What follows belongs to an exercise in optimizing a design on an open flow for small area and a short achievable clock period; a production flow would make more cautious choices.
Power and IR drop assume default switching activity.

willow:
==> flow/design.v <==
`default_nettype none
package s4rf_pkg;
  localparam int MAX_REQUEST = 4096;
  localparam int POS_W       = $clog2(MAX_REQUEST + 1);
  localparam int HEADER_LEN  = 8;
  localparam int NUM_RULES   = 6;
  localparam int RULE_W      = 38;
  localparam logic [7:0] CMD_CONNECT = 8'd1;
  localparam logic [7:0] CMD_BIND    = 8'd2;
  localparam logic [7:0] REPLY_GRANT  = 8'd90;
  localparam logic [7:0] REPLY_REJECT = 8'd91;
  localparam int REPLY_BEATS = 8;
  localparam int BEAT_W      = $clog2(REPLY_BEATS);
  localparam int              CFG_IDX_W     = 3;
  localparam int              CFG_DATA_W    = RULE_W;
  localparam logic [CFG_IDX_W-1:0] CFG_BIND_PORT = 3'd0;
  localparam int              CFG_RULE_BASE = 1;
  typedef struct packed {
    logic        valid;
    logic        kind_bind;
    logic [3:0]  wild;
    logic [31:0] addr;
  } rule_t;
  typedef struct packed {
    logic        granted;
    logic        is4a;
    logic        is_bind;
    logic [15:0] port;
    logic [31:0] addr;
  } reply_t;
endpackage
`default_nettype wire
`default_nettype none
module socks4a_request_filter (
  input  wire logic        clk,
  input  wire logic        rst_n,
  input  wire logic        in_valid,
  output logic             in_ready,
  input  wire logic [7:0]  in_req_byte,
  input  wire logic        in_end_of_request,
  output logic             out_valid,
  input  wire logic        out_ready,
  output logic [7:0]       out_reply_byte,
  output logic             out_reply_final,
  output logic             out_granted,
  output logic             out_is_socks4a,
  output logic             out_is_bind,
  input  wire logic        cfg_valid,
  output logic             cfg_ready,
  input  wire logic [2:0]  cfg_index,
  input  wire logic [37:0] cfg_data
);
  logic [5:0]  rv;             
  logic [5:0]  rk;             
  logic [3:0]  rw [6];         
  logic [31:0] ra [6];         
  logic [15:0] bp;             
  logic        bpf;            
  logic [12:0] pos;
  logic        c1, c2;         
  logic [15:0] port;
  logic [31:0] addr;
  logic [1:0]  nul;
  logic        g7;             
  logic        rvld;
  logic        bsy;            
  logic        last;           
  logic        rg, r4a, rb;
  logic [15:0] rport;
  logic [31:0] raddr;
  assign cfg_ready = 1'b1;
  always_ff @(posedge clk) begin
    if (cfg_valid && cfg_index == 3'd0) bp <= cfg_data[15:0];
    if (!rst_n) bpf <= 1'b0;
    else if (cfg_valid && cfg_index == 3'd0) bpf <= 1'b1;
  end
  for (genvar i = 0; i < 6; i++) begin : g_rule
    always_ff @(posedge clk) begin
      if (cfg_valid && cfg_index == 3'(i + 1)) begin
        rk[i] <= cfg_data[36];
        rw[i] <= cfg_data[35:32];
        ra[i] <= cfg_data[31:0];
      end
      if (!rst_n) rv[i] <= 1'b0;
      else if (cfg_valid && cfg_index == 3'(i + 1)) rv[i] <= cfg_data[37];
    end
  end
  logic hdr;                   
  logic over;                  
  logic is1, is2, is3, is4, is5, is6, is7, ge7;
  assign hdr  = (pos[12:3] == 10'd0);
  assign over = pos[12];
  assign is1 = hdr && pos[2:0] == 3'd1;
  assign is2 = hdr && pos[2:0] == 3'd2;
  assign is3 = hdr && pos[2:0] == 3'd3;
  assign is4 = hdr && pos[2:0] == 3'd4;
  assign is5 = hdr && pos[2:0] == 3'd5;
  assign is6 = hdr && pos[2:0] == 3'd6;
  assign is7 = hdr && pos[2:0] == 3'd7;
  assign ge7 = !hdr || pos[2:0] == 3'd7;
  logic out_take, out_last, in_take, in_end, reply_ok, load;
  assign out_take  = rvld && out_ready;
  assign out_last  = out_take && last;
  assign in_ready  = !(in_end_of_request && (bsy || (last && !out_ready)));
  assign in_take   = in_valid && (!rvld || out_last || !in_end_of_request);
  assign in_end    = in_take && in_end_of_request;
  assign reply_ok  = ge7 && (c1 || c2);
  assign load      = in_end && reply_ok;
  always_ff @(posedge clk) begin
    if (is1) begin
      c1 <= (in_req_byte == 8'd1);
      c2 <= (in_req_byte == 8'd2);
    end
    if (is2) port[15:8]  <= in_req_byte;
    if (is3) port[7:0]   <= in_req_byte;
    if (is4) addr[31:24] <= in_req_byte;
    if (is5) addr[23:16] <= in_req_byte;
    if (is6) addr[15:8]  <= in_req_byte;
    if (is7) addr[7:0]   <= in_req_byte;
  end
  logic nul_byte;
  assign nul_byte = (in_req_byte == 8'd0) && !hdr && !over;
  always_ff @(posedge clk) begin
    if (!rst_n || in_end) begin
      pos <= '0;
      nul <= '0;
    end else if (in_take) begin
      if (!over) pos <= pos + 13'd1;
      if (nul_byte && nul != 2'd2) nul <= nul + 2'd1;
    end
  end
  logic [5:0] part, part_nx, hit;
  logic       none, g_in;
  for (genvar i = 0; i < 6; i++) begin : g_match
    assign part_nx[i] = rv[i] && (rk[i] ? c2 : c1) &&
                        (rw[i][0] || ra[i][31:24] == addr[31:24]) &&
                        (rw[i][1] || ra[i][23:16] == addr[23:16]);
    assign hit[i]     = part[i] &&
                        (rw[i][2] || ra[i][15:8] == addr[15:8]) &&
                        (rw[i][3] || ra[i][7:0]  == in_req_byte);
  end
  assign none = !(|rv);
  assign g_in = (|hit) || none;
  always_ff @(posedge clk) begin
    if (is6) part <= part_nx;
  end
  always_ff @(posedge clk) begin
    if (is7) g7 <= g_in;
  end
  logic rep_en;
  assign rep_en = !rvld || out_last;
  always_ff @(posedge clk) begin
    if (rep_en) begin
      rg    <= is7 ? g_in : g7;
      r4a   <= (nul == 2'd2) || (nul == 2'd1 && nul_byte);
      rb    <= c2;
      rport <= port;
      raddr <= {addr[31:8], is7 ? in_req_byte : addr[7:0]};
    end
  end
  logic [7:0]  bt;
  logic [7:0]  ob, nb;
  logic [15:0] bpv;
  assign bpv  = bpf ? bp : 16'd0;
  assign last = bt[7];
  assign nb = ({8{bt[0]}} & {7'b0101101, !rg}) |
              ({8{bt[1]}} & (rb ? bpv[15:8] : rport[15:8])) |
              ({8{bt[2]}} & (rb ? bpv[7:0]  : rport[7:0])) |
              ({8{bt[3] && !rb}} & raddr[31:24]) |
              ({8{bt[4] && !rb}} & raddr[23:16]) |
              ({8{bt[5] && !rb}} & raddr[15:8]) |
              ({8{bt[6] && !rb}} & raddr[7:0]);
  always_ff @(posedge clk) begin
    if (!rst_n) begin
      rvld <= 1'b0;
      bsy  <= 1'b0;
      bt   <= 8'd1;
      ob   <= '0;
    end else begin
      rvld <= load || (rvld && !out_last);
      bsy  <= load || (bsy && !(out_take && bt[6]));
      if (out_take) begin
        bt <= {bt[6:0], bt[7]};
        ob <= nb;
      end
    end
  end
  assign out_valid       = rvld;
  assign out_reply_byte  = ob;
  assign out_reply_final = last;
  assign out_granted     = rg;
  assign out_is_socks4a  = r4a;
  assign out_is_bind     = rb;
endmodule
`default_nettype wire
Settings: LEC_CHECK=0, CAP_MARGIN=20, CORE_MARGIN=2, CORE_UTILIZATION=40, PLACE_DENSITY=0.6, SETUP_SLACK_MARGIN=2.3, SLEW_MARGIN=20; clock period 4.5 ns.
standard.sh (not shown) runs the stock make flow with config.mk's settings and CLKGATE_MAP_FILE= SYNTH_SCRIPT=/design/flow/synth_recipe.tcl, a recipe that flattens the netlist after the stock synthesis.
==> flow/flow/run.sh <==
#!/bin/bash
# The standard layout (the standard.sh: standard synthesis, floorplan,
# placement, CTS, routing), with two changes:
#  - the port buffers that global placement inserts on every input and output
#    are sky130_fd_sc_hd__buf_2 instead of the delay-buffer cell that
#    buffer_ports picks on its own;
#  - clock tree synthesis uses larger sink clusters and no dummy loads.
set -uo pipefail
bash standard.sh "BUFFER_PORTS_ARGS=-buffer_cell sky130_fd_sc_hd__buf_2" \
  "CTS_ARGS=-sink_clustering_enable -repair_clock_nets -dont_use_dummy_load -buf_list sky130_fd_sc_hd__clkbuf_8 -sink_clustering_size 16 -sink_clustering_max_diameter 50" \
  finish > standard.log 2>&1
Input changes introduced in harbor (baseline for comparison: willow):
-- flow/design.v --
<<< willow, line 103
  assign out_last  = out_take && last;
  assign in_ready  = !(in_end_of_request && (bsy || (last && !out_ready)));
  assign in_take   = in_valid && (!rvld || out_last || !in_end_of_request);
  assign in_end    = in_take && in_end_of_request;
  assign reply_ok  = ge7 && (c1 || c2);
>>> harbor, line 103
  assign out_last  = out_take && last;
  assign in_ready  = !(in_end_of_request && (bsy || (last && !out_ready)));
  assign in_take   = in_valid && in_ready;
  assign in_end    = in_take && in_end_of_request;
  assign reply_ok  = ge7 && (c1 || c2);
==> results.txt <==
- Looking at harbor and willow, the final non-filler cell total is a wash.
- On power drawn by the clock network, harbor and willow are neck and neck.
- [compare] base=willow new=harbor: sequential-to-total area share from yosys stat shows no meaningful change; area taken by flip-flops and latches shows no meaningful change; die boundary width shows no meaningful change; via count shows no meaningful change; clock network fraction of total power shows a reduction of 0.3 points.
- Layout cell share with drive strength beyond 1: harbor higher than willow
Function was not checked in any run of this note: the RTL went through the layout flow alone.

static timing again, ports no longer ideal:
How much do the figures lean on ideal ports? The routed layouts below were timed once more, with nothing changed but the port constraints. Step 1 (the two cells are an assumption about what drives the block):
set clk [get_ports {clk}]
set_driving_cell -lib_cell sky130_fd_sc_hd__clkbuf_16 $clk
set_driving_cell -lib_cell sky130_fd_sc_hd__buf_2 [delete_from_list [all_inputs] $clk]
Step 2 moves the port delays by t, midway between the first and last clock arrival at a register: inputs arrive t later, outputs are due t later. That takes back most of the time a late clock gives input paths. Three values: ideal, step 1, step 2; two values: the first two.
run	shift t [ns]	setup WS [ns]	worst setup path after step 2
willow	0.583	2.318 / 2.277 / 1.854	input to register
harbor	0.585	2.210 / 2.180 / 1.841	input to register
After both steps setup and hold are still met in every run listed. The setup slack of willow, which loses most, moves by -0.041 ns with the drivers and by -0.464 ns with both steps.
